Context: an optimization exercise on an open-source flow, tuned for small area, a short achievable clock period and few clock cycles per item. The choices shown serve that exercise and are no tape-out recipe. Where RTL was checked, it was by simulation tests only, not by an equivalence proof against the original. Power is estimated from default activity; no workload was simulated.

==> v31: inputs <==
// data_cache
module data_cache #(
    parameter int LINES       = cache_pkg::DEF_LINES,
    parameter int MEM_LATENCY = cache_pkg::DEF_MEM_LATENCY
) (
    input  logic        clk,
    input  logic        rst,
    input  logic [31:0] address,
    input  logic [31:0] writeData,
    input  logic        cpuRead,
    input  logic        cpuWrite,
    output logic [31:0] readData,
    output logic        stall,
    output logic [31:0] memAddress,
    output logic [31:0] memWriteData,
    output logic        memRead,
    output logic        memWrite,
    input  logic [31:0] memReadData,
    output logic [15:0] hitCount,
    output logic [15:0] missCount
);
    localparam int         INDEX_W = $clog2(LINES);
    localparam int         TAG_W   = 32 - $clog2(LINES);
    localparam logic [2:0] WR_LAST = 3'(MEM_LATENCY - 1);
    localparam logic [2:0] RD_LAST = 3'(MEM_LATENCY);
    logic [2:0]         r_phase;
    logic               r_wr;      
    logic               r_hit;     
    logic               r_done;    
    logic               r_memrd;   
    logic               r_memwr;   
    logic [31:0]        r_rdata;   
    logic [15:0]        r_hits;
    logic [15:0]        r_misses;
    logic [31:0]        w_line_data;
    logic               w_hit;
    logic               w_lookup;
    logic               w_fill;
    logic               w_we;
    logic [2:0]         w_phase;
    assign w_lookup = (r_phase == 3'd0);
    assign w_fill   = (r_phase == RD_LAST);
    assign w_we     = r_done && (r_wr ? r_hit : r_memrd);
    cache_array #(
        .LINES   (LINES),
        .INDEX_W (INDEX_W),
        .TAG_W   (TAG_W)
    ) u_array (
        .i_clk      (clk),
        .i_clear    (rst),
        .i_index    (address[INDEX_W-1:0]),
        .i_tag      (address[31:INDEX_W]),
        .o_rd_hit   (w_hit),
        .i_fill     (w_fill)
    );
    cache_data_ring #(
        .LINES        (LINES),
        .INDEX_W      (INDEX_W),
        .HEAD_SPACING (MEM_LATENCY)
    ) u_data (
        .i_clk     (clk),
        .i_clear   (rst),
        .i_index   (address[INDEX_W-1:0]),
        .o_rd_data (w_line_data),
  ...
clock: 8.0 ns
lec_check: 0
cap_margin: 20
core_margin: 2
core_utilization: 55
cts_buf_list: sky130_fd_sc_hd__clkbuf_16
cts_cluster_diameter: 150
cts_cluster_size: 26
setup_slack_margin: 4.5
slew_margin: 20
run.sh (not shown) runs the stock make flow with config.mk's settings and CLKGATE_MAP_FILE= SYNTH_SCRIPT=/design/flow/synth_recipe.tcl, a recipe that flattens the netlist after the stock synthesis.
==> v26 (differences from v31) <==
==> flow/design.v (replaced) <==
package cache_pkg;
    localparam int DEF_LINES       = 32;
    localparam int DEF_MEM_LATENCY = 4;
endpackage
module cache_array #(
    parameter int LINES   = 32,
    parameter int INDEX_W = 5,
    parameter int TAG_W   = 27
) (
    input  logic               i_clk,
    input  logic               i_clear,
    input  logic [INDEX_W-1:0] i_index,
    output logic               o_rd_valid,
    output logic [TAG_W-1:0]   o_rd_tag,
    output logic [31:0]        o_rd_data,
    input  logic               i_fill,
    input  logic               i_we,
    input  logic [TAG_W-1:0]   i_wr_tag,
    input  logic [31:0]        i_wr_data
);
    logic [LINES-1:0] r_valid;
    logic [TAG_W-1:0] r_tag  [LINES];
    logic [31:0]      r_data [LINES];
    always_ff @(posedge i_clk) begin
        if (i_clear)
            r_valid <= '0;
        else if (i_fill)
            r_valid[i_index] <= 1'b1;
    end
    always_ff @(posedge i_clk) begin
        if (i_fill)
            r_tag[i_index] <= i_wr_tag;
        if (i_we)
            r_data[i_index] <= i_wr_data;
    end
    assign o_rd_valid = r_valid[i_index];
    assign o_rd_tag   = r_tag[i_index];
    assign o_rd_data  = r_data[i_index];
endmodule
module data_cache #(
    parameter int LINES       = cache_pkg::DEF_LINES,
    parameter int MEM_LATENCY = cache_pkg::DEF_MEM_LATENCY
) (
    input  logic        clk,
    input  logic        rst,
    input  logic [31:0] address,
    input  logic [31:0] writeData,
    input  logic        cpuRead,
    input  logic        cpuWrite,
    output logic [31:0] readData,
    output logic        stall,
    output logic [31:0] memAddress,
    output logic [31:0] memWriteData,
    output logic        memRead,
    output logic        memWrite,
    input  logic [31:0] memReadData,
    output logic [15:0] hitCount,
    output logic [15:0] missCount
);
    localparam int         INDEX_W = $clog2(LINES);
    localparam int         TAG_W   = 32 - $clog2(LINES);
    localparam logic [2:0] WR_LAST = 3'(MEM_LATENCY - 1);
    localparam logic [2:0] RD_LAST = 3'(MEM_LATENCY);
    logic [2:0]         r_phase;
    logic               r_wr;      
    logic               r_hit;     
    logic               r_done;    
    logic               r_memrd;   
    logic               r_memwr;   
    logic [31:0]        r_rdata;   
    logic [15:0]        r_hits;
    logic [15:0]        r_misses;
    logic               w_valid;
    logic [TAG_W-1:0]   w_line_tag;
    logic [31:0]        w_line_data;
    logic               w_hit;
    logic               w_lookup;
    logic               w_fill;
    logic               w_we;
    logic [2:0]         w_phase;
    assign w_hit    = w_valid && (w_line_tag == address[31:INDEX_W]);
    assign w_lookup = (r_phase == 3'd0);
    assign w_fill   = (r_phase == RD_LAST);
    assign w_we     = w_fill || ((r_phase == 3'd1) && r_wr && r_hit);
    cache_array #(
        .LINES   (LINES),
        .INDEX_W (INDEX_W),
        .TAG_W   (TAG_W)
    ) u_array (
        .i_clk      (clk),
        .i_clear    (rst),
        .i_index    (address[INDEX_W-1:0]),
        .o_rd_valid (w_valid),
        .o_rd_tag   (w_line_tag),
        .o_rd_data  (w_line_data),
        .i_fill     (w_fill),
        .i_we       (w_we),
        .i_wr_tag   (address[31:INDEX_W]),
        .i_wr_data  (r_wr ? writeData : memReadData)
    );
    assign memAddress   = address;
    assign memWriteData = writeData;
    assign memRead      = !rst && r_memrd;
    assign memWrite     = !rst && (w_lookup ? cpuWrite : r_memwr);
    assign stall        = !r_done;
    assign readData     = r_memrd ? memReadData : r_rdata;
    always_comb begin
        w_phase = r_phase + 3'd1;
        if (w_lookup && !(cpuRead || cpuWrite))
            w_phase = 3'd0;
        if (r_done)
            w_phase = 3'd0;
    end
    always_ff @(posedge clk) begin
        if (rst) begin
            r_phase  <= 3'd0;
            r_done   <= 1'b0;
            r_memrd  <= 1'b0;
            r_memwr  <= 1'b0;
            r_hits   <= '0;
            r_misses <= '0;
        end else begin
            r_phase <= w_phase;
            if (w_lookup) begin
                r_done  <= !cpuWrite && cpuRead && w_hit;
                r_memrd <= !cpuWrite && cpuRead && !w_hit;
                r_memwr <= cpuWrite;
            end else begin
                r_done  <= !r_done && (w_phase == (r_wr ? WR_LAST : RD_LAST));
                if (r_done) begin
                    r_memrd <= 1'b0;
                    r_memwr <= 1'b0;
                end
            end
            if (r_done && !r_wr && !r_memrd && r_hits != 16'hFFFF)
                r_hits <= r_hits + 16'd1;
            if (w_fill && r_misses != 16'hFFFF)
                r_misses <= r_misses + 16'd1;
        end
    end
    always_ff @(posedge clk) begin
        if (w_lookup) begin
            r_wr  <= cpuWrite;
            r_hit <= w_hit;
        end
        r_rdata <= w_line_data;
    end
    assign hitCount  = r_hits;
    assign missCount = r_misses;
endmodule
CTS_CLUSTER_SIZE = 30   (was 26)
==> results.txt <==
POWER
------------------------------------------------------------------
Cell leakage power                                         29.3 nW
Power share of the clock group                               27.1%
Power share of the sequential group                          64.5%

LOGIC SYNTHESIS
------------------------------------------------------------------
Share of the yosys chip area belonging to registers          76.3%
Post-Syn Area per Cell                                    19.5 um2
Top cell types by occurrence after synthesis          1890 x edfxtp_1, 447 x mux2i_1, 269 x mux4_2, 207 x o22ai_1, 157 x nor2_1

CRITICAL PATH
------------------------------------------------------------------
Worst-path fanout max                                            3
Worst r2r path cells                                             7

FINISH
------------------------------------------------------------------
Clock network share of area                                  2.50%
Final net count                                               4417

CLOCKING
------------------------------------------------------------------
# clock sinks                                                 1992

OUTCOME
------------------------------------------------------------------
Status                            no timing/DRC/antenna violations

the above is filed under v26

==> results.txt <==
LOGIC SYNTHESIS
-----------------------------------------------------------
Top cell types by occurrence after synthesis   1132 x dfxtp_1, 903 x edfxtp_1, 511 x xor2_1, 393 x xnor2_1, 321 x mux2_2
Post-Syn Area per Cell                             14.4 um2

POWER
-----------------------------------------------------------
Power share of the clock group                        29.3%
Power share of the sequential group                   60.3%
Cell leakage power                                  31.7 nW

OUTCOME
-----------------------------------------------------------
Status                     no timing/DRC/antenna violations

CRITICAL PATH
-----------------------------------------------------------
Worst r2r path cells                                     16
Worst-path fanout max                                     7

FINISH
-----------------------------------------------------------
Final net count                                        5763

CLOCKING
-----------------------------------------------------------
# clock sinks                                          2035

the above is filed under v31

Testbench counts of v26, summed over its fixed seeds: cycles 246,981, ops 64,000.
Function not checked in v31: the RTL went through the layout flow alone.

[static timing again, ports no longer ideal]
No port has a modelled driver above. Below, the same layouts with a new extraction and two added sets of constraints. Step 1 (the two cells are an assumption about what drives the block):
set clk [get_ports {clk}]
set_driving_cell -lib_cell sky130_fd_sc_hd__clkbuf_16 $clk
set_driving_cell -lib_cell sky130_fd_sc_hd__buf_2 [delete_from_list [all_inputs] $clk]
Step 2 times the ports against the registers' clock, not the clock port: input delays grow and output delays shrink by t, the midpoint of the rising clock arrivals with the driver on. a / b / c = ideal / step 1 / step 2; a / b = the first two.
| run | shift t [ns] | setup slack, ns | worst register clock-pin slew, ns |
|---|---|---|---|
| v31 | 0.818 | 3.988 / 4.034 / 3.217 | 0.11 / 0.11 |
| v26 | 0.800 | 4.235 / 4.001 / 3.200 | 0.12 / 0.12 |
After both steps every run listed still meets setup and hold. The setup slack of v26, which loses most, moves by -0.234 ns with the drivers and by -1.035 ns with both steps.
